This design comes from an exercise in tuning for small area, a short achievable clock period and few clock cycles on the open sky130 flow, not from production work. At most, simulation tests tie the RTL to the original design; equivalence was not proved. Only the layout flow was run in runs 6 and 7; the RTL was not checked for function there. Power and IR drop assume default switching activity.

[flow/run.sh]
#!/bin/bash
# synth_recipe.tcl (not shown) runs the flow's synth.tcl, then flattens the netlist and writes it again
# the make line also repeats each setting of config.mk as NAME=value (left out here)
make -C /OpenROAD-flow-scripts/flow DESIGN_CONFIG=/design/flow/config.mk WORK_HOME=/design/flow/orfs CLKGATE_MAP_FILE= SYNTH_SCRIPT=/design/flow/synth_recipe.tcl finish
[flow/config.mk]
export PLATFORM = sky130hd
export DESIGN_NAME = access_rights_table_unit
export DESIGN_NICKNAME = access_rights_table_unit
export VERILOG_FILES = /design/flow/design.v
export SDC_FILE = /design/flow/constraint.sdc
export NUM_CORES = 4
export LEC_CHECK = 0
export CAP_MARGIN = 20
export CORE_MARGIN = 2
export CORE_UTILIZATION = 40
export PLACE_DENSITY = 0.6
export SETUP_SLACK_MARGIN = 4.0
export SLEW_MARGIN = 20
[flow/constraint.sdc]
create_clock -name core_clock -period 8.0 [get_ports {clk_i}]
set_input_delay 1.6000 -clock core_clock [delete_from_list [all_inputs] [get_ports {clk_i}]]
set_output_delay 1.6000 -clock core_clock [all_outputs]
set_load 0.01 [all_outputs]
[flow/design.v]
package art_pkg;
  localparam int unsigned ENTRIES_DEF      = 64;
  localparam int unsigned MAX_SUBJECTS_DEF = 16;
  localparam int unsigned MAX_OBJECTS_DEF  = 16;
  localparam int unsigned CFG_W = 5;
  localparam int unsigned LIST_MAX = 16;
  localparam logic [2:0] MODE_ADD  = 3'd0;
  localparam logic [2:0] MODE_REM  = 3'd1;
  localparam logic [2:0] MODE_NEW  = 3'd2;
  localparam logic [2:0] MODE_DEL  = 3'd3;
  localparam logic [2:0] MODE_OCC  = 3'd4;
  localparam logic [2:0] MODE_LIST = 3'd5;
  localparam logic [1:0] ST_DONE = 2'd0;
  localparam logic [1:0] ST_NEW  = 2'd1;
  localparam logic [1:0] ST_NONE = 2'd2;
  localparam logic [1:0] ST_FULL = 2'd3;
  localparam logic CFG_INIT_SUBJ = 1'b0;
  localparam logic CFG_OBJ_CNT   = 1'b1;
  localparam logic [1:0] RIGHTS_RW = 2'b11;
  typedef struct packed {
    logic start;     
    logic scan;      
    logic append;    
    logic finish;    
    logic emit;      
  } art_cmd_t;
  typedef struct packed {
    logic scan_done;   
    logic list_left;   
  } art_sts_t;
endpackage
module access_rights_table_unit
#(
  parameter int unsigned ENTRIES      = art_pkg::ENTRIES_DEF,
  parameter int unsigned MAX_SUBJECTS = art_pkg::MAX_SUBJECTS_DEF,
  parameter int unsigned MAX_OBJECTS  = art_pkg::MAX_OBJECTS_DEF
) (
  input  logic             clk_i,
  input  logic             rst_ni,
  input  logic             cfg_we_i,
  input  logic             cfg_idx_i,
  input  logic [art_pkg::CFG_W-1:0] cfg_data_i,
  input  logic             s_axis_tvalid,
  output logic             s_axis_tready,
  input  logic [15:0]      s_axis_tdata,   
  output logic             m_axis_tvalid,
  input  logic             m_axis_tready,
  output logic [31:0]      m_axis_tdata,   
  output logic             m_axis_tlast
);
  localparam int N = 64;
  logic        hv_q, sv_q;           
  logic [12:0] hc_q, sc_q;           
  logic        push, pop, load;
  assign s_axis_tready = !sv_q;
  assign push = s_axis_tvalid && !sv_q;
  assign load = pop || (push && !hv_q);
  logic [2:0] mode;
  logic [3:0] cs, co;
  logic [1:0] cm;
  assign mode = hc_q[2:0];
  assign cs   = hc_q[6:3];
  assign co   = hc_q[10:7];
  assign cm   = hc_q[12:11];
  logic m_add, m_rem, m_new, m_del, m_occ, m_list;
  logic [12:0] nh;
  logic [3:0]  hi_d;
  always_comb begin
    nh = sv_q ? sc_q : s_axis_tdata[12:0];
    if (nh[2:0] == art_pkg::MODE_OCC) nh[6:3] = hi_d;
  end
  logic [3:0] subj_q [0:N-1];
  logic [3:0] obj_q  [0:N-1];
  logic [1:0] rts_q  [0:N-1];
  logic [6:0] count_q;
  logic [3:0] hi_q;                  
  logic [15:0] gone_q;
  logic [15:0] allow_q;              
  logic [4:0] added_q, init_q, objs_q;
  logic       dany_q;                
  logic [6:0] ptr_q;                 
  logic        o0v_q, o0l_q, o1v_q, o1l_q;
  logic [27:0] o0d_q, o1d_q;
  logic step;
  assign step = hv_q && !o1v_q;
  logic use_s, use_o;
  assign use_s = !m_list;
  assign use_o = m_add || m_rem || m_list;
  logic [N-1:0] valid, p;
  always_comb begin
    for (int i = 0; i < N; i++) begin
      valid[i] = (rts_q[i] != 2'b00);
      p[i] = valid[i] && (!use_s || subj_q[i] == cs) && (!use_o || obj_q[i] == co) &&
             (!m_list || ptr_q[6] || (6'(i) < ptr_q[5:0]));
    end
  end
  logic       t_any [0:6][0:N-1];
  logic       t_mul [0:6][0:N-1];
  logic [5:0] t_idx [0:6][0:N-1];
  logic [3:0] t_sub [0:6][0:N-1];
  always_comb begin
    for (int l = 0; l < 7; l++)
      for (int i = 0; i < N; i++) begin
        t_any[l][i] = 1'b0; t_mul[l][i] = 1'b0; t_idx[l][i] = '0; t_sub[l][i] = '0;
      end
    for (int i = 0; i < N; i++) begin
      t_any[0][i] = p[i];
      t_sub[0][i] = subj_q[i];
    end
    for (int l = 0; l < 6; l++)
      for (int i = 0; i < (N >> (l + 1)); i++) begin
        t_any[l+1][i] = t_any[l][2*i] | t_any[l][2*i+1];
        t_mul[l+1][i] = t_mul[l][2*i] | t_mul[l][2*i+1] | (t_any[l][2*i] & t_any[l][2*i+1]);
        t_sub[l+1][i] = t_any[l][2*i+1] ? t_sub[l][2*i+1] : t_sub[l][2*i];
        t_idx[l+1][i] = t_any[l][2*i+1] ? (t_idx[l][2*i+1] | 6'(1 << l)) : t_idx[l][2*i];
      end
  end
  logic       any_p, multi;
  logic [5:0] hidx;
  logic [3:0] hsubj;
  assign any_p = t_any[6][0];
  assign multi = t_mul[6][0];
  assign hidx  = t_idx[6][0];
  assign hsubj = t_sub[6][0];
  logic remz;
  always_comb begin
    remz = 1'b0;
    for (int i = 0; i < N; i++)
      remz = remz | (p[i] && ((rts_q[i] & ~cm) == 2'b00));
  end
  logic [N-1:0] sh;
  logic [7:0]   gall, gpre;
  always_comb begin
    for (int g = 0; g < 8; g++) gall[g] = &valid[8*g +: 8];
    gpre[0] = 1'b1;
    for (int g = 1; g < 8; g++) gpre[g] = gpre[g-1] & gall[g-1];
    for (int i = 0; i < N; i++) begin
      sh[i] = gpre[i / 8];
      for (int j = 8 * (i / 8); j < i; j++) sh[i] = sh[i] & valid[j];
    end
  end
  logic [5:0] tot_raw;
  logic       tfull;
  logic [4:0] total;
  assign tot_raw = {1'b0, init_q} + {1'b0, added_q};
  assign tfull = (tot_raw >= 6'd16);
  assign total = tfull ? 5'd16 : tot_raw[4:0];
  logic sub_ok, tfull_tab, shift, ins;
  assign sub_ok = allow_q[cs];
  assign tfull_tab = count_q[6];
  assign shift = step && m_add && sub_ok && (cm != 2'b00) && !tfull_tab;
  assign ins = shift && !any_p;
  logic occ_done, emit, done, last;
  assign occ_done = any_p || (count_q == 7'd0);
  always_comb begin
    emit = 1'b1; done = 1'b1; last = 1'b1;
    if (m_del && multi) begin emit = 1'b0; done = 1'b0; end
    if (m_occ && !occ_done) begin emit = 1'b0; done = 1'b0; end
    if (m_list && multi) begin done = 1'b0; last = 1'b0; end
  end
  assign pop = step && done;
  logic [4:0] rows;
  logic [8:0] cells;
  logic [4:0] objc;
  assign objc = (objs_q > 5'd16) ? 5'd16 : objs_q;
  assign rows = (count_q == 7'd0) ? 5'd0 : {1'b0, cs} + 5'd1;
  assign cells = 9'(rows * objc);
  assign hi_d = (ins && cs > hi_q) ? cs :
                (step && m_occ && !occ_done) ? cs - 4'd1 : hi_q;
  logic [1:0] st;
  logic [4:0] so;
  always_comb begin
    st = art_pkg::ST_NONE;
    so = '0;
    unique case (mode)
      art_pkg::MODE_ADD:
        if (any_p) st = art_pkg::ST_DONE;
        else if (sub_ok) begin
          if (cm == 2'b00) st = art_pkg::ST_DONE;
          else if (tfull_tab) st = art_pkg::ST_FULL;
          else st = art_pkg::ST_NEW;
        end
      art_pkg::MODE_REM: if (any_p) st = art_pkg::ST_DONE;
      art_pkg::MODE_NEW:
        if (tfull) begin st = art_pkg::ST_FULL; so = 5'd16; end
        else begin st = art_pkg::ST_DONE; so = total + 5'd1; end
      art_pkg::MODE_DEL: if (any_p || dany_q) st = art_pkg::ST_DONE;
      art_pkg::MODE_OCC: st = art_pkg::ST_DONE;
      art_pkg::MODE_LIST: if (any_p) begin st = art_pkg::ST_DONE; so = {1'b0, hsubj}; end
      default: ;
    endcase
  end
  logic [27:0] res;
  assign res = {m_occ ? count_q : 7'd0,
                m_occ ? cells : 9'd0,
                m_occ ? rows : 5'd0,
                so, st};
  logic [1:0] rorm, randm;
  assign rorm  = m_add ? cm : 2'b00;
  assign randm = m_rem ? ~cm : (m_add ? 2'b11 : 2'b00);
  always_ff @(posedge clk_i) begin
    for (int i = 0; i < N; i++) begin
      if (shift && sh[i]) begin
        subj_q[i] <= (i == 0) ? cs : subj_q[(i == 0) ? 0 : i-1];
        obj_q[i]  <= (i == 0) ? co : obj_q[(i == 0) ? 0 : i-1];
      end
    end
  end
  always_ff @(posedge clk_i or negedge rst_ni) begin
    if (!rst_ni) begin
      for (int i = 0; i < N; i++) rts_q[i] <= 2'b00;
    end else begin
      for (int i = 0; i < N; i++) begin
        if (shift && sh[i]) begin
          if (i == 0) rts_q[i] <= any_p ? 2'b00 : cm;
          else rts_q[i] <= rts_q[(i == 0) ? 0 : i-1] | (p[(i == 0) ? 0 : i-1] ? cm : 2'b00);
        end else if (step && (((m_add || m_rem) && p[i]) || (m_del && p[i] && hidx == 6'(i))))
          rts_q[i] <= (rts_q[i] | rorm) & randm;
      end
    end
  end
  logic [4:0]  init_d, added_d;
  logic [15:0] gone_d, allow_d;
  logic [5:0]  tot_d;
  always_comb begin
    init_d = (cfg_we_i && cfg_idx_i == art_pkg::CFG_INIT_SUBJ) ? cfg_data_i : init_q;
    added_d = (step && m_new && !tfull) ? added_q + 5'd1 : added_q;
    gone_d = gone_q;
    if (step && m_del && !multi && (any_p || dany_q)) gone_d[cs] = 1'b1;
    tot_d = {1'b0, init_d} + {1'b0, added_d};
    for (int k = 0; k < 16; k++) allow_d[k] = (6'(k) < tot_d) && !gone_d[k];
  end
  always_ff @(posedge clk_i) begin
    if (!o0v_q || m_axis_tready) begin
      o0d_q <= o1v_q ? o1d_q : res;
      o0l_q <= o1v_q ? o1l_q : last;
    end
    if (!o1v_q) begin
      o1d_q <= res;
      o1l_q <= last;
    end
    if (!sv_q) sc_q <= s_axis_tdata[12:0];
  end
  always_ff @(posedge clk_i or negedge rst_ni) begin
    if (!rst_ni) begin
      hv_q <= 1'b0; sv_q <= 1'b0; hc_q <= '0;
      m_add <= 1'b0; m_rem <= 1'b0; m_new <= 1'b0; m_del <= 1'b0; m_occ <= 1'b0; m_list <= 1'b0;
      count_q <= '0; hi_q <= '0; gone_q <= '0; added_q <= '0;
      init_q <= 5'd2; objs_q <= 5'd2; allow_q <= 16'h0003;
      ptr_q <= 7'd64; dany_q <= 1'b0;
      o0v_q <= 1'b0; o1v_q <= 1'b0;
    end else begin
      if (cfg_we_i && cfg_idx_i == art_pkg::CFG_OBJ_CNT) objs_q <= cfg_data_i;
      init_q <= init_d;
      added_q <= added_d;
      gone_q <= gone_d;
      allow_q <= allow_d;
      if (load) begin
        hc_q <= nh;
        m_add  <= (nh[2:0] == art_pkg::MODE_ADD);
        m_rem  <= (nh[2:0] == art_pkg::MODE_REM);
        m_new  <= (nh[2:0] == art_pkg::MODE_NEW);
        m_del  <= (nh[2:0] == art_pkg::MODE_DEL);
        m_occ  <= (nh[2:0] == art_pkg::MODE_OCC);
        m_list <= (nh[2:0] == art_pkg::MODE_LIST);
      end else if (step && m_occ && !occ_done) begin
        hc_q[6:3] <= hc_q[6:3] - 4'd1;
      end
      if (pop) begin
        if (sv_q) sv_q <= push;
        else hv_q <= push;
      end else if (push) begin
        if (!hv_q) hv_q <= 1'b1;
        else sv_q <= 1'b1;
      end
      if (step) begin
        ptr_q <= done ? 7'd64 : {1'b0, hidx};
        dany_q <= done ? 1'b0 : (dany_q || (m_del && any_p));
      end
      if (ins) count_q <= count_q + 7'd1;
      else if (step && ((m_rem && any_p && remz) || (m_del && any_p)))
        count_q <= count_q - 7'd1;
      hi_q <= hi_d;
      if (!o0v_q || m_axis_tready) begin
        o0v_q <= o1v_q || (step && emit);
        o1v_q <= 1'b0;
      end else if (step && emit) o1v_q <= 1'b1;
    end
  end
  assign m_axis_tvalid = o0v_q;
  assign m_axis_tdata  = {4'b0, o0d_q};
  assign m_axis_tlast  = o0l_q;
endmodule
==> results.cfg, run 1 <==
[sta]
max_freq_mhz = 212
skew_ns = 0.0470
post-route-period-util_pct = 58.9
setup_violations = 0
slew_headroom_pct = 13.0
worst_slack_ns = 3.29
setup_tns_ns = 0
tightest_slew_ns = 1.30
rsz0062_at_grt = yes
timing.final.max_slew_violations = 0
period_needed_ns = 4.71
whs_ns = 0.428
hold_violations = 0

[layout]
fillers = 9859
final_util_pct = 52.5
seqCellArea_mm2 = 0.0226
multiInputGateArea_mm2 = 0.0253
areaGrowthSynthToFinish_pct = 30.8
drive_gt1_share_pct = 31.5
fin_nets = 4677
final_cell_count_no_fill = 6180
final_cell_area_mm2 = 0.0598

[floorplan]
die_w_um = 342
rows = 124
die_y_um = 342
initial_core_util_pct = 40.2
core-area_mm2 = 0.114
ioPinCount = 62
dieArea_mm2 = 0.117

[min_path]
hp-class = register to register

[routing]
detail_route.wl_per_cell_um = 29.7
met1_length_um = 71700
wl_met2_um = 77600
wirelength_um = 183000
drt_iter0_drc = 5081
wl_met3_um = 20800
vias_per_cell = 6.36
vias = 39300
highest_layer = met5
route.detailed.drc = 0
detail-route-antenna-nets = 0
first_pass_iters = 8

[cts]
clock_latency_ns = 0.73
cts_buffers = 91
clock_sinks = 800
root_buffer = clkbuf_16
clk_pin_slew_ns = 0.06
cts-hold-fix-buffers = 0
clk_path_buf_depth = 3
htreeDepth = 3
cts_tree = done

[setup_path]
critPathLaunchType = register
rrSetupSlack_ns = 3.29
path_cells = buf_12 -> or4b_4 -> nor2_4 -> buf_12 -> buf_6 -> a2111oi_2 -> buf_4 -> buf_4 -> buf_4 -> a22oi_1 -> nand4_1 -> a2111oi_2 -> o2111a_1 -> and3_4 -> o21ai_4 -> o22ai_4 -> buf_6 -> buf_12 -> mux2_4
cp_max_fo = 8
cp-end-kind = register
cp.arrival_ns = 5.31
cp_slowest_stage_delay_ns = 0.63
cp.required_ns = 8.59
critPathTopFamily = simple AND/OR/NAND/NOR gates
slowest_stage = or4b_4
path_buf_inv = 8
crit_type = register to register

[yosys]
seq_area_frac_synth_pct = 49.3
synth_edf_count = 541
ys_async_sr_fraction_pct = 27.1
synth_ff_type = edfxtp_1
synth_largest_area_cell = edfxtp_1
syn_area_mm2 = 0.0457
synthDistinctLibCells = 129
yosysWarnings = 8
synth_top_area_share_pct = 35.5
synth.area.top_cells = edfxtp_1, dfrtp_1, xnor2_1
synth_area_per_cell_um2 = 11.1
ys_seq_elements = 800
synthCells = 4130

[global_routing]
grt-ovfl-total = 0
antenna_found_initial = 5
grt_usage_pct = 30.2
grt_start_max_net_pins = 137
grt_pass1_vias = 38000
grt_pass1_wl_um = 262000

[power_and_ir_drop]
sw_frac_of_total_pct = 39.9
power_density_mw_per_mm2 = 289
pwr-share-clk_pct = 25.1
p_comb_share_pct = 45.7
total_power_mw = 17.3
p_int_mw = 10.4
seqPwrFrac_pct = 29.2
peakVddDrop_v = 0.000286
p_leak_nw = 20.4
power.switching_mw = 6.89

[placed_design]
post-place-cells = 5581
place.port_buffers = 54
gp_congestion = 1.05
placed_area_mm2 = 0.0483
dp.final_hpwl_um = 114000
post-place-ws_ns = 1.41

[outcome]
status = timing/DRC/antenna clean

[run]
maxCapViolCount = 0
-- state kept, by name, indices dropped and copies added (netlist names), 7 cells and up --
signal,count
obj_q,256
subj_q,256
rts_q,128
o0d_q,28
o1d_q,28
allow_q,16
gone_q,16
hc_q,13
sc_q,13
count_q,7
ptr_q,7
-- kinds of logic (layout without fill, tap and decap cells) --
| kind of cell | after synthesis | in the layout | share of synthesized area [%] |
|---|---|---|---|
| AO/OA/AOI/OAI | 1210 | 1212 | 18.4 |
| AND/OR/NAND/NOR | 961 | 963 | 11.4 |
| flip-flops | 800 | 800 | 49.3 |
| XOR/XNOR | 541 | 541 | 10.4 |
| buffers and inverters | 369 | 899 | 4.29 |
| multiplexers | 193 | 193 | 4.62 |
| adder cells (fa/ha/maj) | 55 | 55 | 1.69 |
| other | 1 | 5 | 0.00820 |
-- power groups by stage --
stage	clock network (mW)	logic (mW)	registers, mW
CTS	4.36	7.24	5.03
detailed placement	0	5.09	5.52
global placement	0	5.03	5.51
floorplan	0	4.10	4.93
global route	4.53	8.23	5.07
finish	4.33	7.90	5.05
-- routing by layer --
metal / GRT usage, % / vias up
met5: 0.613 / -
met4: 17.1 / 8
met3: 9.01 / 708
met2: 44.2 / 2428
met1: 39.7 / 19600
li1: - / 16600
-- synthesized netlist by cell type, types with 39 or more instances --
cell type	number
nand3_1	50
o21ai_0	194
clkbuf_1	139
a211oi_1	55
a22oi_1	108
a41oi_1	129
a21oi_1	266
buf_4	44
buf_6	39
inv_1	88
nor3_1	60
edfxtp_1	541
o22ai_1	59
mux2i_1	94
nor2_1	275
dfxtp_1	42
mux2_2	76
a31oi_1	39
ha_1	44
a21o_1	46
dfrtp_1	212
xnor2_1	525
nand2_1	261
-- final timing paths --
path                             from  cells after the start            to
hold / removal             gone_q[15]                      1   allow_q[15]
min in group asynchronous      rst_ni                      1  rts_q[57][1]
setup reg to reg             ptr_q[6]                     19      hc_q[10]
max in group asynchronous      rst_ni                      2       hc_q[9]
hold reg to reg            gone_q[15]                      1   allow_q[15]
setup / recovery             ptr_q[6]                     19      hc_q[10]
-- cell type report --
class	instances	area share [%]
well taps	1512	3.16
flip-flops and latches	800	37.8
diodes	1	0.00418
repair buffers	642	11.1
multi-input cells	2968	42.3
inverters	92	0.642
clock buffers	112	4.06
clock inverters	53	1.01
-- repair_timing --
action,CTS,global route
gates resized for setup,664,277
setup endpoints to repair,643,361
pin swaps,248,163
gates cloned,10,3
setup buffers,311,109
-- placed cells by master (no fill, tap or decap), types with 94 or more instances in the layout --
| cell type | count |
|---|---|
| a21oi_1 | 229 |
| dfrtp_1 | 192 |
| buf_4 | 357 |
| clkbuf_16 | 94 |
| o21ai_0 | 125 |
| buf_6 | 142 |
| edfxtp_1 | 541 |
| nand2_1 | 238 |
| xnor2_1 | 515 |
| nor2_1 | 218 |
| a22oi_1 | 104 |
Testbench counts, summed over its fixed seeds: cycles 7,894.
==> inputs of run 2 (changes only) <==
--- a/flow/config.mk
+++ b/flow/config.mk
@@ -8,6 +8,8 @@
 export CAP_MARGIN = 20
 export CORE_MARGIN = 2
 export CORE_UTILIZATION = 40
+export CTS_BUF_LIST = sky130_fd_sc_hd__clkbuf_4 sky130_fd_sc_hd__clkbuf_8
+export CTS_CLUSTER_SIZE = 20
 export PLACE_DENSITY = 0.6
-export SETUP_SLACK_MARGIN = 4.0
+export SETUP_SLACK_MARGIN = 3.5
 export SLEW_MARGIN = 20
==> run 2 against run 1 <==
Sequential share of layout area grew 0.91 points. Setup slack worse by 0.050 ns. Fmax is 1.1% lower. Flip-flop and latch count did not move. Synthesized cell count unchanged. Combinational power down 1%. Final cell count is 0.49% higher. Clock power decreased by 5.3%. Critical path depth is 1 higher. First-iteration DRC count is 2.0% higher. Sequential power hardly changed. Highest routed layer unchanged. Via count down 1.0%.
==> results.cfg, run 2 <==
[placed_design]
gp_congestion = 1.06
placed_area_mm2 = 0.0483
place.port_buffers = 54
dp.final_hpwl_um = 118000

[routing]
route.detailed.drc = 0
vias = 38900
wirelength_um = 185000
first_pass_iters = 11
detail_route.wl_per_cell_um = 29.8
detail-route-antenna-nets = 0
vias_per_cell = 6.27
drt_iter0_drc = 5183

[min_path]
hold-path-endpoint = allow_q[14]
hold_depth = 1
min-delay-start = gone_q[14]
hp-class = register to register

[yosys]
seq_area_frac_synth_pct = 49.3
yosys-top-cells-count = edfxtp_1, xnor2_1, nor2_1, a21oi_1, nand2_1
syn_area_mm2 = 0.0457
ys_async_sr_fraction_pct = 27.1
synth.most_common_cell = edfxtp_1
synthDistinctLibCells = 129
synth.area.top_cells = edfxtp_1, dfrtp_1, xnor2_1
synth_area_per_cell_um2 = 11.1
synthCells = 4130
synth_top_area_share_pct = 35.5
synth_edf_count = 541
synth_ff_type = edfxtp_1
ys_seq_elements = 800
yosysWarnings = 8
synth_largest_area_cell = edfxtp_1

[setup_path]
cp.required_ns = 8.75
cp-end-kind = register
crit_type = register to register
rrSetupSlack_ns = 3.24
reg2reg_to = hc_q[12]
cp_max_fo = 8
cp.arrival_ns = 5.51
timing.rr.start = ptr_q[0]
reg2reg_depth = 20
critPathLaunchType = register

[sta]
slew_headroom_pct = 9.65
skew_ns = 0.0536
tightest_slew_ns = 1.35
max_freq_mhz = 210
hold_violations = 0
setup_violations = 0
post-route-period-util_pct = 59.6
rsz0062_at_grt = yes
setup_tns_ns = 0
period_needed_ns = 4.76
timing.final.max_slew_violations = 0
whs_ns = 0.425

[cts]
cts_tree = done
htreeDepth = 4
cts-hold-fix-buffers = 0
clock_sinks = 800
cts_buffers = 144
clk_pin_slew_ns = 0.06
clock_latency_ns = 0.87
root_buffer = clkbuf_8
clk_path_buf_depth = 3

[power_and_ir_drop]
seqPwrFrac_pct = 29.7
p_leak_nw = 20.0
power.switching_mw = 6.80
p_comb_share_pct = 46.1
p_int_mw = 10.1
pwr-share-clk_pct = 24.2
power_density_mw_per_mm2 = 290
sw_frac_of_total_pct = 40.2
peakVddDrop_v = 0.000265

[global_routing]
grt_pass1_vias = 37600
grt-ovfl-total = 0
grt_usage_pct = 30.5
grt_start_max_net_pins = 136
antenna_found_initial = 6
grt_pass1_wl_um = 262000

[layout]
final_common_cell = edfxtp_1
drive_gt1_share_pct = 29.9
reg.largest.list = obj_q: 256 flops, subj_q: 256 flops, rts_q: 128 flops
mostFrequentLayoutCells = edfxtp_1, xnor2_1, buf_4
fin_nets = 4658
final_cell_area_mm2 = 0.0584
final_util_pct = 51.3
areaGrowthSynthToFinish_pct = 27.7

[run]
maxCapViolCount = 0

[outcome]
status = timing/DRC/antenna clean

[floorplan]
die_y_um = 342
dieArea_mm2 = 0.117
initial_core_util_pct = 40.2
die_w_um = 342
rows = 124
ioPinCount = 62
core-area_mm2 = 0.114
run 2: worst max-delay path by stage:
stage	from	end	slack, ns	depth (start not counted)
6_report	ptr_q[0]	hc_q[12]	3.24	20
4_1_cts	hc_q[10]	count_q[6]	3.41	24
5_1_grt	ptr_q[6]	count_q[6]	3.19	21
3_5_place_dp	m_list	hc_q[7]	1.64	13
2_1_floorplan	hc_q[3]	o0d_q[20]	3.39	21
3_3_place_gp	m_list	hc_q[7]	1.61	13
run 2: cell type report:
| type | count | area [um2] |
|---|---|---|
| fillers | 10000 | 55500 |
| multi-input cells | 2966 | 24500 |
| flip-flops and latches | 800 | 22600 |
| repair buffers | 572 | 6030 |
| clock buffers | 208 | 2560 |
| well taps | 1512 | 1890 |
| clock inverters | 57 | 424 |
| inverters | 92 | 372 |
| diodes | 3 | 7.51 |
run 2: power by group through the flow:
| stage | Combinational, mW | Clock (mW) | Sequential [mW] |
|---|---|---|---|
| CTS | 6.99 | 4.16 | 5.04 |
| detailed placement | 5.12 | 0 | 5.46 |
| global route | 8.14 | 4.33 | 5.05 |
| floorplan | 4.03 | 0 | 4.92 |
| finish | 7.79 | 4.10 | 5.03 |
| global placement | 5.06 | 0 | 5.46 |
run 2: what timing repair did:
item / in CTS / in global routing
endpoints found under the setup margin: 501 / 253
buffers inserted: 235 / 103
pin swaps: 125 / 183
cloned: 8 / 6
resized for setup: 382 / 357
run 2: cells by family after synthesis:
family | share of synthesized area [%]
other | 0.00820
AO/OA/AOI/OAI | 18.4
adder cells (fa/ha/maj) | 1.69
buffers and inverters | 4.29
AND/OR/NAND/NOR | 11.4
XOR/XNOR | 10.4
flip-flops | 49.3
multiplexers | 4.62
run 2: worst max-delay path: stages (launching register included):
cell       delay [ns]
dfrtp_2          0.51
or4b_4           0.71
buf_6            0.17
nor2_4           0.18
a2111oi_4        0.10
buf_4            0.18
nor4_4           0.29
buf_4            0.19
buf_6            0.11
nand4_1          0.11
buf_4            0.16
buf_6            0.13
a2111oi_4        0.37
o2111a_2         0.30
and3_4           0.20
o21ai_4          0.07
o22ai_4          0.20
buf_12           0.16
buf_12           0.10
buf_16           0.10
mux2_4           0.29
run 2: metal layers:
metal / track usage [%] / part of all wire, %
met5: 0 / 0.022
met3: 9.37 / 11
met4: 18.4 / 6.9
met1: 39.6 / 40
met2: 44.6 / 43
run 2: metrics by stage:
stage          setup WS [ns]  power, mW  std cells
6_report                3.24       16.9       6210
5_1_grt                 3.19       17.5       6208
4_1_cts                 3.41       16.2       6097
3_5_place_dp            1.64       10.6       5589
3_3_place_gp            1.61       10.5       5588
2_1_floorplan           3.39       8.95       4133
==> inputs of run 3 (changes only) <==
--- a/flow/config.mk
+++ b/flow/config.mk
@@ -8,8 +8,6 @@
 export CAP_MARGIN = 20
 export CORE_MARGIN = 2
 export CORE_UTILIZATION = 40
-export CTS_BUF_LIST = sky130_fd_sc_hd__clkbuf_4 sky130_fd_sc_hd__clkbuf_8
-export CTS_CLUSTER_SIZE = 20
 export PLACE_DENSITY = 0.6
-export SETUP_SLACK_MARGIN = 3.5
+export SETUP_SLACK_MARGIN = 2.5
 export SLEW_MARGIN = 20
==> run 3 against run 2 <==
Still clean on timing, DRC and antenna. Clock power is 13% higher. Combinational power is 23% lower. Non-clock buffer count is 260 lower. Clock skew is 0.023 ns lower. Flip-flop and latch count stayed put. Critical path depth is 7 lower. Hold slack better by 0.0057 ns. Global-route usage is 2.9 points lower. Sequential share of layout area is 4.3 points higher. Register-to-register slack worse by 0.78 ns. Critical path type unchanged. Critical endpoint is now o0d_q[5]. Largest cell class is now registers.
==> results.cfg, run 3 <==
[outcome]
status = timing/DRC/antenna clean

[cts]
htreeDepth = 3
cts_buffers = 91
cts_tree = done
clk_path_buf_depth = 3
clk_pin_slew_ns = 0.06
clock_sinks = 800
clock_latency_ns = 0.70
root_buffer = clkbuf_16

[power_and_ir_drop]
peakVddDrop_v = 0.000269
sw_frac_of_total_pct = 37.7
power_density_mw_per_mm2 = 299
pwr-share-clk_pct = 29.5
p_leak_nw = 17.7
total_power_mw = 15.7
p_int_mw = 9.80
p_comb_share_pct = 38.3
power.switching_mw = 5.92
seqPwrFrac_pct = 32.2

[routing]
vias = 36500
detail_route.wl_per_cell_um = 28.3
drt_iter0_drc = 4598
wirelength_um = 166000
detail-route-antenna-nets = 0
route.detailed.drc = 0
vias_per_cell = 6.24
first_pass_iters = 8

[sta]
post-route-period-util_pct = 69.3
setup_violations = 0
skew_ns = 0.0305
rsz0062_at_grt = no
period_needed_ns = 5.55
tightest_slew_ns = 1.26
max_freq_mhz = 180
setup_tns_ns = 0
slew_headroom_pct = 15.9
hold_violations = 0
timing.final.max_slew_violations = 0

[layout]
seqCellArea_mm2 = 0.0226
multiInputGateArea_mm2 = 0.0217
drive_gt1_share_pct = 16.6
fillers = 10600
reg.largest.list = obj_q: 256 flops, subj_q: 256 flops, rts_q: 128 flops
fin_nets = 4343
final_cell_area_mm2 = 0.0526
mostFrequentLayoutCells = edfxtp_1, xnor2_1, a21oi_1
final_common_cell = edfxtp_1
final_util_pct = 46.2
areaGrowthSynthToFinish_pct = 15.0

[placed_design]
place.port_buffers = 54
placed_area_mm2 = 0.0483
dp.final_hpwl_um = 115000
gp_congestion = 1.04

[run]
maxCapViolCount = 0

[setup_path]
critPathLaunchType = register
cp.required_ns = 8.37
crit_type = register to register
cp-end-kind = register
cp.arrival_ns = 5.92
cp_max_fo = 15

[yosys]
seq_area_frac_synth_pct = 49.3
syn_area_mm2 = 0.0457
yosysWarnings = 8
yosys-top-cells-count = edfxtp_1, xnor2_1, nor2_1, a21oi_1, nand2_1
synth.most_common_cell = edfxtp_1
synthCells = 4130
synth_edf_count = 541
synth_largest_area_cell = edfxtp_1
synth_area_per_cell_um2 = 11.1
synth.area.top_cells = edfxtp_1, dfrtp_1, xnor2_1
synth_top_area_share_pct = 35.5
ys_seq_elements = 800
synthDistinctLibCells = 129
synth_ff_type = edfxtp_1
ys_async_sr_fraction_pct = 27.1

[global_routing]
antenna_found_initial = 12
grt_pass1_vias = 35600
grt_pass1_wl_um = 241000
grt-ovfl-total = 0
grt_start_max_net_pins = 90
grt_usage_pct = 27.6

[floorplan]
dieArea_mm2 = 0.117
rows = 124
initial_core_util_pct = 40.2
die_w_um = 342
ioPinCount = 62
core-area_mm2 = 0.114
die_y_um = 342

[min_path]
hp-class = register to register
==> run 3: cell counts after synthesis <==
Identical to the previous run, type by type.
==> run 3: kinds of logic after synthesis <==
family	Yosys count	share of synthesized area (%)
flip-flops	800	49.3
XOR/XNOR	541	10.4
other	1	0.00820
adder cells (fa/ha/maj)	55	1.69
AO/OA/AOI/OAI	1210	18.4
AND/OR/NAND/NOR	961	11.4
buffers and inverters	369	4.29
multiplexers	193	4.62
==> run 3: critical path, stage by stage (launching register included) <==
cell and delay (ns):
dfrtp_4 0.65, or3b_2 0.74, nor2_2 0.41, nor4_2 0.10, buf_4 0.22, nor4_4 0.26
buf_4 0.24, buf_4 0.16, nand2_1 0.12, nor2_2 0.52, o21ai_0 0.19, o31ai_1 0.90
o211ai_1 0.37, o311ai_0 0.33
==> run 3: layer usage <==
layer | track usage (%) | vias up | share of wire (%) | routed length [um]
met5 | 0 | - | 0.049 | 81
met4 | 13.8 | 12 | 5.7 | 9380
met3 | 7.01 | 486 | 9.9 | 16400
met2 | 41.4 | 2009 | 44 | 72400
met1 | 37.1 | 18100 | 41 | 67500
li1 | - | 15900 | - | -
==> run 3: timing repair <==
| action | in CTS | in global routing |
|---|---|---|
| pin swaps | 9 | 3 |
| hold buffers | 0 | 0 |
| setup endpoints to repair | 216 | 115 |
| resized for setup | 32 | 19 |
| setup buffers | 17 | 64 |
==> run 3: final timing paths <==
kind / end / startpoint / cells past startpoint / slack, ns
max: o0d_q[5] / m_list / 13 / 2.45
max reg2reg: o0d_q[5] / m_list / 13 / 2.45
max in group asynchronous: hc_q[12] / rst_ni / 2 / 5.47
min: allow_q[13] / gone_q[13] / 1 / 0.43
min reg2reg: allow_q[13] / gone_q[13] / 1 / 0.43
min in group asynchronous: hc_q[9] / rst_ni / 1 / 0.93
==> run 3: final cells by class <==
class	instances	share of cell area, %
Inverter	92	0.657
Clock buffer	118	4.82
Clock inverter	50	1.42
Sequential cell	800	42.9
Multi-Input combinational cell	2964	41.3
Antenna cell	2	0.00952
Tap cell	1512	3.60
Timing Repair Buffer	312	5.23
==> run 3: power by group through the flow <==
| stage | Clock [mW] | Sequential, mW | Combinational (mW) |
|---|---|---|---|
| 2_1_floorplan | 0 | 4.92 | 4.00 |
| 3_3_place_gp | 0 | 5.43 | 5.08 |
| 3_5_place_dp | 0 | 5.43 | 5.14 |
| 4_1_cts | 4.69 | 5.28 | 5.43 |
| 5_1_grt | 4.84 | 5.08 | 6.37 |
| 6_report | 4.63 | 5.06 | 6.02 |
==> run 3: through the flow <==
stage	cells	hold slack (ns)	worst slack, ns
6_report	5850	0.431	2.45
5_1_grt	5848	0.446	2.51
4_1_cts	5784	0.432	2.48
3_5_place_dp	5599	0.424	1.75
3_3_place_gp	5598	0.415	1.78
2_1_floorplan	4133	0.406	3.07
==> inputs of run 4 (changes only) <==
--- a/flow/config.mk
+++ b/flow/config.mk
@@ -8,6 +8,8 @@
 export CAP_MARGIN = 20
 export CORE_MARGIN = 2
 export CORE_UTILIZATION = 40
+export CTS_CLUSTER_DIAMETER = 60
+export CTS_CLUSTER_SIZE = 24
 export PLACE_DENSITY = 0.6
-export SETUP_SLACK_MARGIN = 2.5
+export SETUP_SLACK_MARGIN = 3.0
 export SLEW_MARGIN = 20
==> run 4 against run 3 <==
Wire length up 2.2%. Synthesized area unchanged. Die area unchanged. First-iteration DRC count up 11%. Via count up 1.1%. Critical endpoint is now rts_q[37][1]. Highest routed layer unchanged.
==> results.cfg, run 4 <==
[yosys]
synth_ff_type = edfxtp_1
synth-adder-area-share_pct = 1.69
ys_async_sr_fraction_pct = 27.1
synth_area_per_cell_um2 = 11.1
synth_xor_area_share_pct = 10.4
synth.area.mux_share_pct = 4.62
synth_largest_area_cell = edfxtp_1
synth_top_family_by_area = compound AO/OA/AOI/OAI gates
seq_area_frac_synth_pct = 49.3
synth.area.top_cells = edfxtp_1, dfrtp_1, xnor2_1
synth.most_common_cell = edfxtp_1
ys_seq_elements = 800
yosys-top-cells-count = edfxtp_1, xnor2_1, nor2_1, a21oi_1, nand2_1
synthDistinctLibCells = 129
synth_edf_count = 541
synth_top_area_share_pct = 35.5
syn_area_mm2 = 0.0457
synth_compound_area_share_pct = 18.4
yosysWarnings = 8
synthCells = 4130
synth-simple-area-share_pct = 11.4

[floorplan]
dieArea_mm2 = 0.117
core-area_mm2 = 0.114
rows = 124
die_w_um = 342
die_y_um = 342
initial_core_util_pct = 40.2
ioPinCount = 62

[setup_path]
cp-end-kind = register
cp_slowest_stage_delay_ns = 0.66
cp_max_fo = 13
critPathTopFamily = simple AND/OR/NAND/NOR gates
path_buf_inv = 2
path_cells = buf_6 -> or4b_1 -> o32ai_2 -> nor4_4 -> or2_2 -> o311ai_1 -> a31o_2 -> nand4b_1 -> buf_4 -> nor2_1 -> a21oi_1 -> o21ai_1 -> mux2_2
rrSetupSlack_ns = 2.96
startpoint = ptr_q[4]
cp.arrival_ns = 5.60
timing.rr.start = ptr_q[4]
cp.required_ns = 8.56
slowest_stage = or4b_1
critPathLaunchType = register
crit_type = register to register

[routing]
detail-route-antenna-nets = 0
wirelength_um = 169000
route.detailed.drc = 0
drt_iter0_drc = 5113
vias_per_cell = 6.27
vias = 36900
first_pass_iters = 8
detail_route.wl_per_cell_um = 28.8

[sta]
max_freq_mhz = 198
timing.final.max_slew_violations = 0
tightest_slew_ns = 1.29
setup_violations = 0
skew_ns = 0.0274
hold_violations = 0
slew_headroom_pct = 13.9
post-route-period-util_pct = 63.0
rsz0062_at_grt = yes
period_needed_ns = 5.04
setup_tns_ns = 0

[placed_design]
dp.final_hpwl_um = 115000
place.port_buffers = 54
gp_congestion = 1.04
post-place-cells = 5599
placed_area_mm2 = 0.0483

[layout]
mostFrequentLayoutCells = edfxtp_1, xnor2_1, buf_4
final_common_cell = edfxtp_1
fin_nets = 4396
multiInputGateArea_mm2 = 0.0222
final_cell_count_no_fill = 5893
fillers = 10500
areaGrowthSynthToFinish_pct = 17.0
seqCellArea_mm2 = 0.0226
final_cell_area_mm2 = 0.0535
drive_gt1_share_pct = 18.9
reg.largest.list = obj_q: 256 flops, subj_q: 256 flops, rts_q: 128 flops

[power_and_ir_drop]
p_leak_nw = 17.9
peakVddDrop_v = 0.000256
power_density_mw_per_mm2 = 291

[global_routing]
grt_pass1_vias = 35800
grt-ovfl-total = 0
grt_pass1_wl_um = 244000
grt_usage_pct = 28.0
antenna_found_initial = 13
grt_start_max_net_pins = 90

[cts]
cts_buffers = 79
root_buffer = clkbuf_16
clock_latency_ns = 0.69
cts_tree = done
clock_sinks = 800
clk_pin_slew_ns = 0.07
htreeDepth = 3
clk_path_buf_depth = 3

[outcome]
status = timing/DRC/antenna clean

[run]
maxCapViolCount = 0

[min_path]
hp-class = register to register
min-delay-start = gone_q[7]
## run 4: changes by cell type in the layout (fill, tap and decap cells not counted), moves of 7 or more
cell / change
nor2_4: +12
clkbuf_1: -11
inv_1: -10
bufinv_16: -15
clkinv_8: +11
buf_4: +32
buf_12: +14
clkinv_2: -9
buf_6: +11
clkbuf_16: -7
inv_8: +12
nor2_1: -10
clkbuf_8: -10
## run 4: final cells by class
| type | instances | area share, % |
|---|---|---|
| clock buffers | 87 | 3.93 |
| inverters | 92 | 0.681 |
| flip-flops and latches | 800 | 42.2 |
| repair buffers | 376 | 6.68 |
| well taps | 1512 | 3.54 |
| multi-input cells | 2965 | 41.5 |
| clock inverters | 60 | 1.42 |
| diodes | 1 | 0.00468 |
## run 4: final timing paths
path,to,cells past startpoint
worst max-delay path,rts_q[37][1],13
worst min-delay path,allow_q[7],1
worst max register to register,rts_q[37][1],13
worst min register to register,allow_q[7],1
max in group asynchronous,hc_q[11],2
min in group asynchronous,hc_q[10],1
## run 4: worst register-to-register path: stages (launching register included)
cell and delay (ns):
dfrtp_4 0.61, buf_6 0.23, or4b_1 0.67, o32ai_2 0.40, nor4_4 0.15, or2_2 0.34, o311ai_1 0.54, a31o_2 0.37
nand4b_1 0.29, buf_4 0.26, nor2_1 0.34, a21oi_1 0.13, o21ai_1 0.22, mux2_2 0.36
## run 4: report_power, final
group	total (mW)	internal, mW	switching (mW)
clock	4.11	2.14	1.97
combinational	6.44	2.45	3.99
sequential	5.00	4.71	0.293
## run 4: cell families (layout without fill, tap and decap cells)
kind of cell / count (synthesis) / count (layout)
fa+ha+maj: 55 / 55
simple gates: 961 / 962
xor+xnor: 541 / 541
flops: 800 / 800
mux: 193 / 193
buf+inv: 369 / 615
other cells: 1 / 5
compound gates: 1210 / 1210
## run 4: through the flow
stage	hold slack, ns	power [mW]	worst slack (ns)	utilization [%]
2_1_floorplan	0.406	8.92	3.07	-
3_3_place_gp	0.415	10.5	1.78	42.4
3_5_place_dp	0.424	10.6	1.75	42.4
4_1_cts	0.435	15.2	2.95	46.0
5_1_grt	0.456	16.1	2.86	47.0
6_report	0.434	15.5	2.96	47.0
## run 4: layer usage
layer | part of all wire (%) | GRT usage [%] | routed length, um | vias up
met5 | 0.063 | 0 | 106 | -
met4 | 6.0 | 14.0 | 10100 | 16
met3 | 11 | 6.90 | 18000 | 497
met2 | 43 | 42.0 | 73200 | 2129
met1 | 40 | 37.8 | 68000 | 18300
li1 | - | - | - | 16000
## run 4: timing repair
| action | in CTS | in global routing |
|---|---|---|
| buffers inserted | 79 | 62 |
| hold buffers | 0 | 0 |
| cloned | 1 | 4 |
| endpoints found under the setup margin | 396 | 209 |
| pin swaps | 14 | 23 |
| gates resized for setup | 79 | 99 |
==> inputs of run 5 (changes only) <==
--- a/flow/config.mk
+++ b/flow/config.mk
@@ -8,8 +8,6 @@
 export CAP_MARGIN = 20
 export CORE_MARGIN = 2
 export CORE_UTILIZATION = 40
-export CTS_CLUSTER_DIAMETER = 60
-export CTS_CLUSTER_SIZE = 24
 export PLACE_DENSITY = 0.6
 export SETUP_SLACK_MARGIN = 3.0
 export SLEW_MARGIN = 20
==> run 5 against run 4 <==
Global-route usage is 0.12 points higher. Clock power is 13% higher. Non-clock buffer count is 18 lower. Largest cell class unchanged. Largest power group unchanged.
==> results.cfg, run 5 <==
[yosys]
seq_area_frac_synth_pct = 49.3
synth_area_per_cell_um2 = 11.1
synth_ff_type = edfxtp_1
synth-simple-area-share_pct = 11.4
synth_top_family_by_area = compound AO/OA/AOI/OAI gates
ys_seq_elements = 800
synthDistinctLibCells = 129
synth_top_area_share_pct = 35.5
synth_compound_area_share_pct = 18.4
syn_area_mm2 = 0.0457
synth.area.mux_share_pct = 4.62
synth_largest_area_cell = edfxtp_1
synth_xor_area_share_pct = 10.4
synthCells = 4130
synth.area.top_cells = edfxtp_1, dfrtp_1, xnor2_1
synth-adder-area-share_pct = 1.69
yosys-top-cells-count = edfxtp_1, xnor2_1, nor2_1, a21oi_1, nand2_1
synth.most_common_cell = edfxtp_1
yosysWarnings = 8
synth_edf_count = 541
ys_async_sr_fraction_pct = 27.1

[sta]
setup_tns_ns = 0
setup_violations = 0
slew_headroom_pct = 15.6
post-route-period-util_pct = 62.8
skew_ns = 0.0269
tightest_slew_ns = 1.27
timing.final.max_slew_violations = 0
rsz0062_at_grt = yes
hold_violations = 0
max_freq_mhz = 199
period_needed_ns = 5.02

[layout]
final_util_pct = 47.1
drive_gt1_share_pct = 18.9
final_cell_count_no_fill = 5894
fillers = 10500
areaGrowthSynthToFinish_pct = 17.3
fin_nets = 4389
num_antenna_cells = 0
mostFrequentLayoutCells = edfxtp_1, xnor2_1, nand2_1, a21oi_1, buf_4
reg.largest.list = obj_q: 256 flops, subj_q: 256 flops, rts_q: 128 flops
final_cell_area_mm2 = 0.0536
final_common_cell = edfxtp_1

[power_and_ir_drop]
total_power_mw = 16.0
p_leak_nw = 18.1
power_density_mw_per_mm2 = 298
seqPwrFrac_pct = 31.5
pwr-share-clk_pct = 29.0
power.switching_mw = 6.06
sw_frac_of_total_pct = 38.0
p_comb_share_pct = 39.4
p_int_mw = 9.90
peakVddDrop_v = 0.000261

[cts]
root_buffer = clkbuf_16
cts-hold-fix-buffers = 0
clock_latency_ns = 0.70
clk_pin_slew_ns = 0.06
cts_buffers = 91
clk_path_buf_depth = 3
clock_sinks = 800
htreeDepth = 3
cts_tree = done

[floorplan]
initial_core_util_pct = 40.2
dieArea_mm2 = 0.117
ioPinCount = 62
core-area_mm2 = 0.114
rows = 124
die_w_um = 342
die_y_um = 342

[setup_path]
cp-end-kind = register
cp.required_ns = 8.57
crit_type = register to register
cp_max_fo = 15
critPathLaunchType = register
cp.arrival_ns = 5.59

[placed_design]
post-place-cells = 5599
gp_congestion = 1.04
dp.final_hpwl_um = 115000
place.port_buffers = 54
placed_area_mm2 = 0.0483

[global_routing]
grt-ovfl-total = 0
grt_pass1_wl_um = 245000
grt_pass1_vias = 36000
antenna_found_initial = 8
grt_usage_pct = 28.2
grt_start_max_net_pins = 90

[outcome]
status = timing/DRC/antenna clean

[routing]
first_pass_iters = 7
detail-route-antenna-nets = 0
vias_per_cell = 6.27
wirelength_um = 169000
route.detailed.drc = 0
detail_route.wl_per_cell_um = 28.7
vias = 36900
drt_iter0_drc = 4547

[run]
maxCapViolCount = 0

[min_path]
hp-class = register to register
==> run 5: cell counts after synthesis <==
Identical to the previous run, type by type.
==> run 5: cell families after synthesis <==
logic type | Yosys count
compound gates | 1210
simple gates | 961
flops | 800
xor+xnor | 541
buf+inv | 369
mux | 193
fa+ha+maj | 55
other cells | 1
==> run 5: what timing repair did <==
item	4_1_cts	5_1_grt
setup endpoints to repair	381	216
gates cloned	1	2
setup buffers	80	44
pin swaps	15	21
gates resized for setup	77	100
==> run 5: critical path, stage by stage, from the launching register on <==
cell      delay, ns
dfrtp_4        0.57
buf_2          0.22
buf_4          0.16
buf_12         0.15
xnor2_1        0.17
a41oi_2        0.21
nor3_1         0.08
buf_4          0.19
nor4_4         0.27
buf_4          0.18
buf_4          0.22
o211ai_1       0.26
a311oi_2       0.42
o211ai_1       0.21
a31oi_4        0.27
buf_12         0.23
nor3_2         0.08
buf_4          0.20
a21o_1         0.21
a21o_1         0.21
mux2_1         0.32
==> run 5: worst paths after layout <==
| kind | from | endpoint | slack, ns | cells after the start |
|---|---|---|---|---|
| max in group asynchronous | rst_ni | hc_q[12] | 5.44 | 2 |
| hold reg to reg | gone_q[13] | allow_q[13] | 0.43 | 1 |
| setup / recovery | hc_q[4] | rts_q[44][0] | 2.98 | 20 |
| hold / removal | gone_q[13] | allow_q[13] | 0.43 | 1 |
| setup reg to reg | hc_q[4] | rts_q[44][0] | 2.98 | 20 |
| min in group asynchronous | rst_ni | hc_q[9] | 0.92 | 1 |
==> run 5: cell type report <==
| cell class | instances | area, um2 | share of cell area (%) |
|---|---|---|---|
| flip-flops and latches | 800 | 22600 | 42.1 |
| well taps | 1512 | 1890 | 3.53 |
| clock buffers | 118 | 2530 | 4.72 |
| clock inverters | 50 | 744 | 1.39 |
| repair buffers | 358 | 3330 | 6.20 |
| inverters | 92 | 353 | 0.658 |
| multi-input cells | 2964 | 22200 | 41.4 |
==> run 5: layer usage <==
metal | global-route usage, % | wire length [um] | vias up | share of wire, %
li1 | - | - | 16000 | -
met1 | 37.8 | 67900 | 18300 | 40
met2 | 41.7 | 72900 | 2063 | 43
met3 | 6.95 | 17400 | 530 | 10
met4 | 15.5 | 10700 | 12 | 6.3
met5 | 0 | 80 | - | 0.047
==> run 5: power groups by stage <==
stage / Clock, mW / Combinational (mW) / Sequential (mW)
floorplan: 0 / 4.00 / 4.92
global placement: 0 / 5.08 / 5.43
detailed placement: 0 / 5.14 / 5.43
CTS: 4.69 / 6.00 / 5.03
global route: 4.84 / 6.64 / 5.06
finish: 4.63 / 6.30 / 5.04
==> run 5: per-stage QoR <==
step                hold slack (ns)  setup slack, ns
finish                        0.431             2.98
global route                  0.446             2.92
CTS                           0.432             2.92
detailed placement            0.424             1.75
global placement              0.415             1.78
floorplan                     0.406             3.07
==> inputs of run 6 (changes only) <==
--- a/flow/design.v
+++ b/flow/design.v
@@ -50,15 +50,14 @@
 );
   localparam int N = 64;
   logic        hv_q, sv_q;           
-  logic [12:0] hc_q, sc_q;           
+  logic [12:0] sc_q;                 
+  logic [12:3] hc_q;                 
   logic        push, pop, load;
   assign s_axis_tready = !sv_q;
   assign push = s_axis_tvalid && !sv_q;
   assign load = pop || (push && !hv_q);
-  logic [2:0] mode;
   logic [3:0] cs, co;
   logic [1:0] cm;
-  assign mode = hc_q[2:0];
   assign cs   = hc_q[6:3];
   assign co   = hc_q[10:7];
   assign cm   = hc_q[12:11];
@@ -76,11 +75,12 @@
   logic [3:0] hi_q;                  
   logic [15:0] gone_q;
   logic [15:0] allow_q;              
-  logic [4:0] added_q, init_q, objs_q;
+  logic [4:0] added_q, init_q;
+  logic [4:0] objc_q;                
   logic       dany_q;                
   logic [6:0] ptr_q;                 
   logic        o0v_q, o0l_q, o1v_q, o1l_q;
-  logic [27:0] o0d_q, o1d_q;
+  logic [14:0] o0d_q, o1d_q;
   logic step;
   assign step = hv_q && !o1v_q;
   logic use_s, use_o;
@@ -160,11 +160,7 @@
   end
   assign pop = step && done;
   logic [4:0] rows;
-  logic [8:0] cells;
-  logic [4:0] objc;
-  assign objc = (objs_q > 5'd16) ? 5'd16 : objs_q;
   assign rows = (count_q == 7'd0) ? 5'd0 : {1'b0, cs} + 5'd1;
-  assign cells = 9'(rows * objc);
   assign hi_d = (ins && cs > hi_q) ? cs :
                 (step && m_occ && !occ_done) ? cs - 4'd1 : hi_q;
   logic [1:0] st;
@@ -172,29 +168,25 @@
   always_comb begin
     st = art_pkg::ST_NONE;
     so = '0;
-    unique case (mode)
-      art_pkg::MODE_ADD:
-        if (any_p) st = art_pkg::ST_DONE;
-        else if (sub_ok) begin
-          if (cm == 2'b00) st = art_pkg::ST_DONE;
-          else if (tfull_tab) st = art_pkg::ST_FULL;
-          else st = art_pkg::ST_NEW;
-        end
-      art_pkg::MODE_REM: if (any_p) st = art_pkg::ST_DONE;
-      art_pkg::MODE_NEW:
-        if (tfull) begin st = art_pkg::ST_FULL; so = 5'd16; end
-        else begin st = art_pkg::ST_DONE; so = total + 5'd1; end
-      art_pkg::MODE_DEL: if (any_p || dany_q) st = art_pkg::ST_DONE;
-      art_pkg::MODE_OCC: st = art_pkg::ST_DONE;
-      art_pkg::MODE_LIST: if (any_p) begin st = art_pkg::ST_DONE; so = {1'b0, hsubj}; end
-      default: ;
-    endcase
-  end
-  logic [27:0] res;
-  assign res = {m_occ ? count_q : 7'd0,
-                m_occ ? cells : 9'd0,
-                m_occ ? rows : 5'd0,
-                so, st};
+    if (m_add) begin
+      if (any_p) st = art_pkg::ST_DONE;
+      else if (sub_ok) begin
+        if (cm == 2'b00) st = art_pkg::ST_DONE;
+        else if (tfull_tab) st = art_pkg::ST_FULL;
+        else st = art_pkg::ST_NEW;
+      end
+    end
+    if (m_rem && any_p) st = art_pkg::ST_DONE;
+    if (m_new) begin
+      if (tfull) begin st = art_pkg::ST_FULL; so = 5'd16; end
+      else begin st = art_pkg::ST_DONE; so = total + 5'd1; end
+    end
+    if (m_del && (any_p || dany_q)) st = art_pkg::ST_DONE;
+    if (m_occ) st = art_pkg::ST_DONE;
+    if (m_list && any_p) begin st = art_pkg::ST_DONE; so = {1'b0, hsubj}; end
+  end
+  logic [14:0] res;
+  assign res = {m_occ, m_occ ? count_q : 7'd0, m_occ ? rows : so, st};
   logic [1:0] rorm, randm;
   assign rorm  = m_add ? cm : 2'b00;
   assign randm = m_rem ? ~cm : (m_add ? 2'b11 : 2'b00);
@@ -246,17 +238,18 @@
       hv_q <= 1'b0; sv_q <= 1'b0; hc_q <= '0;
       m_add <= 1'b0; m_rem <= 1'b0; m_new <= 1'b0; m_del <= 1'b0; m_occ <= 1'b0; m_list <= 1'b0;
       count_q <= '0; hi_q <= '0; gone_q <= '0; added_q <= '0;
-      init_q <= 5'd2; objs_q <= 5'd2; allow_q <= 16'h0003;
+      init_q <= 5'd2; objc_q <= 5'd2; allow_q <= 16'h0003;
       ptr_q <= 7'd64; dany_q <= 1'b0;
       o0v_q <= 1'b0; o1v_q <= 1'b0;
     end else begin
-      if (cfg_we_i && cfg_idx_i == art_pkg::CFG_OBJ_CNT) objs_q <= cfg_data_i;
+      if (cfg_we_i && cfg_idx_i == art_pkg::CFG_OBJ_CNT)
+        objc_q <= (cfg_data_i > 5'd16) ? 5'd16 : cfg_data_i;
       init_q <= init_d;
       added_q <= added_d;
       gone_q <= gone_d;
       allow_q <= allow_d;
       if (load) begin
-        hc_q <= nh;
+        hc_q <= nh[12:3];
         m_add  <= (nh[2:0] == art_pkg::MODE_ADD);
         m_rem  <= (nh[2:0] == art_pkg::MODE_REM);
         m_new  <= (nh[2:0] == art_pkg::MODE_NEW);
@@ -287,7 +280,14 @@
       end else if (step && emit) o1v_q <= 1'b1;
     end
   end
+  logic       o_occ;
+  logic [4:0] o_x;
+  logic [8:0] o_cells;
+  assign o_occ = o0d_q[14];
+  assign o_x = o0d_q[6:2];
+  assign o_cells = o_occ ? 9'(o_x * objc_q) : 9'd0;
   assign m_axis_tvalid = o0v_q;
-  assign m_axis_tdata  = {4'b0, o0d_q};
+  assign m_axis_tdata  = {4'b0, o0d_q[13:7], o_cells, o_occ ? o_x : 5'd0,
+                          o_occ ? 5'd0 : o_x, o0d_q[1:0]};
   assign m_axis_tlast  = o0l_q;
 endmodule
==> run 6 against run 5 <==
Still clean on timing, DRC and antenna. Flip-flop and latch count shrank 29. Core utilization grew 0.26 points. Hold slack worse by 0.0025 ns. Clock skew up 0.015 ns. Wire length down 3.3%. Fmax is 11% lower. Synthesized cell count down 0.51%. Global-route usage shrank 0.44 points. Die area decreased by 1.9%. Critical path type is now register to primary output. Critical endpoint is now m_axis_tdata[20]. Largest cell class is now multi-input combinational cells. Largest power group unchanged.
==> results.cfg, run 6 <==
[sta]
max_freq_mhz = 177
period_needed_ns = 5.66
setup_violations = 0
whs_ns = 0.428
tightest_slew_ns = 1.17
timing.final.max_slew_violations = 0
skew_ns = 0.0417
slew_headroom_pct = 21.8
hold_violations = 0
rsz0062_at_grt = yes
worst_slack_ns = 2.34
setup_tns_ns = 0
post-route-period-util_pct = 70.7

[floorplan]
die_y_um = 339
rows = 122
die_w_um = 339
core-area_mm2 = 0.111
dieArea_mm2 = 0.115
ioPinCount = 62
initial_core_util_pct = 40.4

[setup_path]
cp.required_ns = 6.40
crit_type = register to primary output
cp.arrival_ns = 4.06
cp-end-kind = primary output
critPathLaunchType = register
cp_max_fo = 2

[yosys]
synth.area.top_cells = edfxtp_1, dfrtp_1, xnor2_1
seq_area_frac_synth_pct = 48.6
synth-adder-area-share_pct = 1.74
synth_edf_count = 528
synth_area_per_cell_um2 = 10.9
synth_xor_area_share_pct = 10.6
synth_top_family_by_area = compound AO/OA/AOI/OAI gates
synthDistinctLibCells = 121
synth_ff_type = edfxtp_1
syn_area_mm2 = 0.0448
synth_top_area_share_pct = 35.4
ys_async_sr_fraction_pct = 27.8
ys_seq_elements = 771
yosysWarnings = 8
yosys-top-cells-count = edfxtp_1, xnor2_1, nand2_1, a21oi_1, o21ai_0
synth_compound_area_share_pct = 18.7
synthCells = 4109
synth_largest_area_cell = edfxtp_1
synth-simple-area-share_pct = 11.2
synth.area.mux_share_pct = 4.66
synth.most_common_cell = edfxtp_1

[global_routing]
met1_usage_pct = 36.8
met3_usage_pct = 7.30
grt-ovfl-total = 0
grt_pass1_wl_um = 240000
grt_start_max_net_pins = 143
busiest_layer = met2
grt_util_met2_pct = 42.0
antenna_found_initial = 10
grt_pass1_vias = 35600
grt_usage_pct = 27.7

[routing]
detail-route-antenna-nets = 0
wirelength_um = 163000
first_pass_iters = 6
route.detailed.drc = 0
drt_iter0_drc = 4629
detail_route.wl_per_cell_um = 28.0
vias_per_cell = 6.28
vias = 36700

[run]
maxCapViolCount = 0

[layout]
final_cell_count_no_fill = 5833
areaGrowthSynthToFinish_pct = 17.2
mostFrequentLayoutCells = edfxtp_1, xnor2_1, nand2_1
drive_gt1_share_pct = 19.1
fin_nets = 4351
reg.largest.list = obj_q: 256 flops, subj_q: 256 flops, rts_q: 128 flops
final_util_pct = 47.4
final_common_cell = edfxtp_1
final_cell_area_mm2 = 0.0525
fillers = 10200

[cts]
htreeDepth = 3
cts_buffers = 87
cts_tree = done
clk_path_buf_depth = 3
clock_sinks = 771
clock_latency_ns = 0.73
clk_pin_slew_ns = 0.06
root_buffer = clkbuf_16

[placed_design]
dp.final_hpwl_um = 114000
post-place-cells = 5533
place.port_buffers = 54
placed_area_mm2 = 0.0472
gp_congestion = 1.05
post-place-ws_ns = 1.66

[power_and_ir_drop]
power_density_mw_per_mm2 = 312
p_leak_nw = 17.6
total_power_mw = 16.4
peakVddDrop_v = 0.000285

[outcome]
status = timing/DRC/antenna clean

[min_path]
hp-class = register to register
## run 6: metal layers
metal | vias up | part of all wire (%) | wire, um
met5 | - | 0.036 | 59
li1 | 15900 | - | -
met1 | 18200 | 40 | 65500
met3 | 545 | 11 | 17700
met2 | 2035 | 43 | 71100
met4 | 8 | 5.7 | 9250
## run 6: path summary, 6_finish.rpt
| path | startpoint | end | slack, ns | cells after the start |
|---|---|---|---|---|
| worst min register to register | gone_q[1] | allow_q[1] | 0.43 | 1 |
| max in group asynchronous | rst_ni | ptr_q[4] | 5.74 | 2 |
| worst max register to register | ptr_q[4] | rts_q[53][0] | 3.01 | 14 |
| min in group asynchronous | rst_ni | allow_q[11] | 0.84 | 1 |
| worst max-delay path | o0d_q[3] | m_axis_tdata[20] | 2.34 | 14 |
| worst min-delay path | gone_q[1] | allow_q[1] | 0.43 | 1 |
## run 6: where the power goes
part           total (mW)  leakage (nW)  internal [mW]  switching, mW
clock network        4.09          1.39           2.31           1.78
registers            4.78          7.42           4.51          0.267
logic                7.50          8.83           2.69           4.81
## run 6: area by class of cell
cell class / count / area [um2] / area share, %
clock buffer: 102 / 2260 / 4.31
antenna: 3 / 7.51 / 0.0143
sequential: 771 / 21900 / 41.6
timing repair buffer: 346 / 3180 / 6.05
tap: 1488 / 1860 / 3.54
clock inverter: 59 / 614 / 1.17
multi-input combinational: 2970 / 22400 / 42.6
inverter: 94 / 364 / 0.693
## run 6: logic make-up after synthesis
| kind of cell | count (synthesis) |
|---|---|
| flops | 771 |
| mux | 189 |
| xor+xnor | 544 |
| other cells | 1 |
| compound gates | 1233 |
| simple gates | 944 |
| fa+ha+maj | 56 |
| buf+inv | 371 |
## run 6: worst max-delay path, cell delays in order (launching register included)
cell and delay [ns]:
edfxtp_1 0.47, nand2_1 0.10, fa_1 0.51, fa_1 0.44
fa_1 0.52, inv_2 0.05, ha_4 0.21, nor2b_4 0.12
o21ai_1 0.13, nand2b_1 0.09, a21o_1 0.17, a21oi_2 0.13
xnor2_1 0.13, and2_1 0.14, buf_2 0.13
## run 6: repair_timing
action                     CTS  global route
hold buffers                 0             0
hold endpoints to repair     0             0
buffers inserted            65            71
gates resized for setup    151           101
pin swaps                   28            49
setup endpoints to repair  356           210
==> inputs of run 7 (changes only) <==
--- a/flow/design.v
+++ b/flow/design.v
@@ -80,7 +80,7 @@
   logic       dany_q;                
   logic [6:0] ptr_q;                 
   logic        o0v_q, o0l_q, o1v_q, o1l_q;
-  logic [14:0] o0d_q, o1d_q;
+  logic [23:0] o0d_q, o1d_q;
   logic step;
   assign step = hv_q && !o1v_q;
   logic use_s, use_o;
@@ -185,8 +185,10 @@
     if (m_occ) st = art_pkg::ST_DONE;
     if (m_list && any_p) begin st = art_pkg::ST_DONE; so = {1'b0, hsubj}; end
   end
-  logic [14:0] res;
-  assign res = {m_occ, m_occ ? count_q : 7'd0, m_occ ? rows : so, st};
+  logic [8:0] cells;
+  assign cells = 9'(rows * objc_q);
+  logic [23:0] res;
+  assign res = {m_occ, m_occ ? count_q : 7'd0, m_occ ? cells : 9'd0, m_occ ? rows : so, st};
   logic [1:0] rorm, randm;
   assign rorm  = m_add ? cm : 2'b00;
   assign randm = m_rem ? ~cm : (m_add ? 2'b11 : 2'b00);
@@ -282,12 +284,10 @@
   end
   logic       o_occ;
   logic [4:0] o_x;
-  logic [8:0] o_cells;
-  assign o_occ = o0d_q[14];
+  assign o_occ = o0d_q[23];
   assign o_x = o0d_q[6:2];
-  assign o_cells = o_occ ? 9'(o_x * objc_q) : 9'd0;
   assign m_axis_tvalid = o0v_q;
-  assign m_axis_tdata  = {4'b0, o0d_q[13:7], o_cells, o_occ ? o_x : 5'd0,
+  assign m_axis_tdata  = {4'b0, o0d_q[22:7], o_occ ? o_x : 5'd0,
                           o_occ ? 5'd0 : o_x, o0d_q[1:0]};
   assign m_axis_tlast  = o0l_q;
 endmodule
==> run 7 against run 6 <==
Still clean on timing, DRC and antenna. Final area down 0.51%. Setup slack better by 0.62 ns. Wire length is 2.2% lower. Core utilization shrank 0.82 points. Clock-buffer cell count rose by 6. Fmax grew 12%. Critical endpoint is now allow_q[8]. Largest cell class is now registers. Largest power group unchanged.
==> results.cfg, run 7 <==
[floorplan]
dieArea_mm2 = 0.116
initial_core_util_pct = 40.2
core-area_mm2 = 0.112
rows = 123
die_w_um = 340
die_y_um = 340
ioPinCount = 62

[setup_path]
path_buf_inv = 2
cp_max_fo = 15
cp.required_ns = 8.56
critPathTopFamily = simple AND/OR/NAND/NOR gates
slowest_stage = nor4b_4
cp_common_cell = or4_4
cp.arrival_ns = 5.60
cp_slowest_stage_delay_ns = 0.70
critPathLaunchType = register
crit_type = register to register
path_cells = buf_6 -> nor4b_4 -> a2111oi_2 -> buf_4 -> nor2_1 -> o22ai_1 -> nor3_1 -> nand4_1 -> or4_4 -> or4_4 -> nor3b_4 -> a31o_4 -> a21oi_2
cp-end-kind = register

[layout]
drive_gt1_share_pct = 17.4
final_common_cell = edfxtp_1
fillers = 10400
areaGrowthSynthToFinish_pct = 15.6
mostFrequentLayoutCells = edfxtp_1, xnor2_1, nand2_1
reg.largest.list = obj_q: 256 flops, subj_q: 256 flops, rts_q: 128 flops
fin_nets = 4325
final_util_pct = 46.5

[cts]
cts_buffers = 90
clk_path_buf_depth = 3
clock_sinks = 789
root_buffer = clkbuf_16
clk_pin_slew_ns = 0.06
cts-hold-fix-buffers = 0
htreeDepth = 3
cts_tree = done
clock_latency_ns = 0.70

[yosys]
synth_edf_count = 537
synth.most_common_cell = edfxtp_1
synth.area.top_cells = edfxtp_1, dfrtp_1, xnor2_1
synthCells = 4129
synth_top_area_share_pct = 35.7
seq_area_frac_synth_pct = 49.2
ys_async_sr_fraction_pct = 27.1
yosysWarnings = 8
synth_ff_type = edfxtp_1
synthDistinctLibCells = 120
syn_area_mm2 = 0.0452
synth_area_per_cell_um2 = 11.0
synth_largest_area_cell = edfxtp_1
yosys-top-cells-count = edfxtp_1, xnor2_1, nand2_1, nor2_1, a21oi_1
ys_seq_elements = 789

[min_path]
hp-class = register to register

[sta]
worst_slack_ns = 2.96
timing.final.max_slew_violations = 0
setup_tns_ns = 0
post-route-period-util_pct = 63.0
setup_violations = 0
hold_violations = 0
skew_ns = 0.0427
tightest_slew_ns = 1.26
max_freq_mhz = 198
slew_headroom_pct = 14.2
whs_ns = 0.445
rsz0062_at_grt = yes
period_needed_ns = 5.04

[global_routing]
grt_pass1_vias = 34900
grt_pass1_wl_um = 234000
grt_start_max_net_pins = 133
grt-ovfl-total = 0
antenna_found_initial = 6
grt_usage_pct = 26.8

[power_and_ir_drop]
power_density_mw_per_mm2 = 297
peakVddDrop_v = 0.000210
p_leak_nw = 17.7
total_power_mw = 15.5

[outcome]
status = timing/DRC/antenna clean

[placed_design]
dp.final_hpwl_um = 111000
gp_congestion = 1.05
place.port_buffers = 54
post-place-ws_ns = 1.86

[routing]
vias_per_cell = 6.28
drt_iter0_drc = 4916
route.detailed.drc = 0
detail_route.wl_per_cell_um = 27.5
detail-route-antenna-nets = 0
wirelength_um = 160000
first_pass_iters = 9
vias = 36600

[run]
maxCapViolCount = 0
## run 7: changes by cell type in the layout (fill, tap and decap cells not counted), sizes merged, moves of 11 or more
| cell | previous run | this run |
|---|---|---|
| o211ai | 61 | 46 |
| buf | 298 | 242 |
| nand3 | 41 | 58 |
| nor4 | 83 | 72 |
| and3 | 19 | 33 |
| nor3 | 58 | 84 |
| mux2i | 90 | 108 |
| xor2 | 38 | 69 |
| o41ai | 5 | 16 |
| nor2 | 245 | 268 |
| xnor2 | 506 | 474 |
| a21oi | 265 | 250 |
| o21ai | 260 | 233 |
| a221oi | 33 | 14 |
## run 7: where the power goes
| part | internal [mW] | total, mW | switching (mW) |
|---|---|---|---|
| combinational | 2.33 | 6.26 | 3.93 |
| sequential | 4.64 | 4.94 | 0.294 |
| clock | 2.53 | 4.30 | 1.77 |
## run 7: final cells by class
type	instances	area (um2)	area share [%]
clock inverters	59	638	1.22
well taps	1500	1880	3.59
inverters	91	349	0.668
multi-input cells	2976	21900	42.0
repair buffers	296	2760	5.29
diodes	4	10.0	0.0191
flip-flops and latches	789	22300	42.7
clock buffers	108	2400	4.59
## run 7: logic make-up after synthesis
logic type	count (synthesis)	synth area share (%)
adder cells (fa/ha/maj)	54	1.68
multiplexers	207	4.98
AND/OR/NAND/NOR	1018	11.6
flip-flops	789	49.2
buffers and inverters	369	4.68
AO/OA/AOI/OAI	1148	17.4
XOR/XNOR	543	10.5
other	1	0.00829
## run 7: layer usage
layer	wire, um	vias up	GRT usage, %	share of wire (%)
li1	-	15800	-	-
met1	65900	18200	37.5	41
met2	68700	2047	39.8	43
met3	16700	505	6.27	10
met4	8550	4	11.5	5.3
met5	29	-	0	0.018
## run 7: final timing paths
path | startpoint | to | slack (ns) | depth (start not counted)
max in group asynchronous | rst_ni | rts_q[37][0] | 5.82 | 2
worst max-delay path | ptr_q[4] | allow_q[8] | 2.96 | 13
worst min register to register | gone_q[6] | gone_q[6] | 0.44 | 1
worst max register to register | ptr_q[4] | allow_q[8] | 2.96 | 13
min in group asynchronous | rst_ni | objc_q[3] | 0.87 | 1
worst min-delay path | gone_q[6] | gone_q[6] | 0.44 | 1
## run 7: repair_timing
action | 4_1_cts | 5_1_grt
setup buffers | 47 | 26
resized for setup | 95 | 98
pin swaps | 7 | 18
endpoints found under the setup margin | 255 | 190
cloned | 0 | 3
hold endpoints to repair | 0 | 0
## run 7: stage by stage
step                cell area (um2)  instances
floorplan                     45200       4132
global placement              47500       5576
detailed placement            47500       5576
CTS                           51500       5790
global route                  52300       5819
finish                        52300       5823
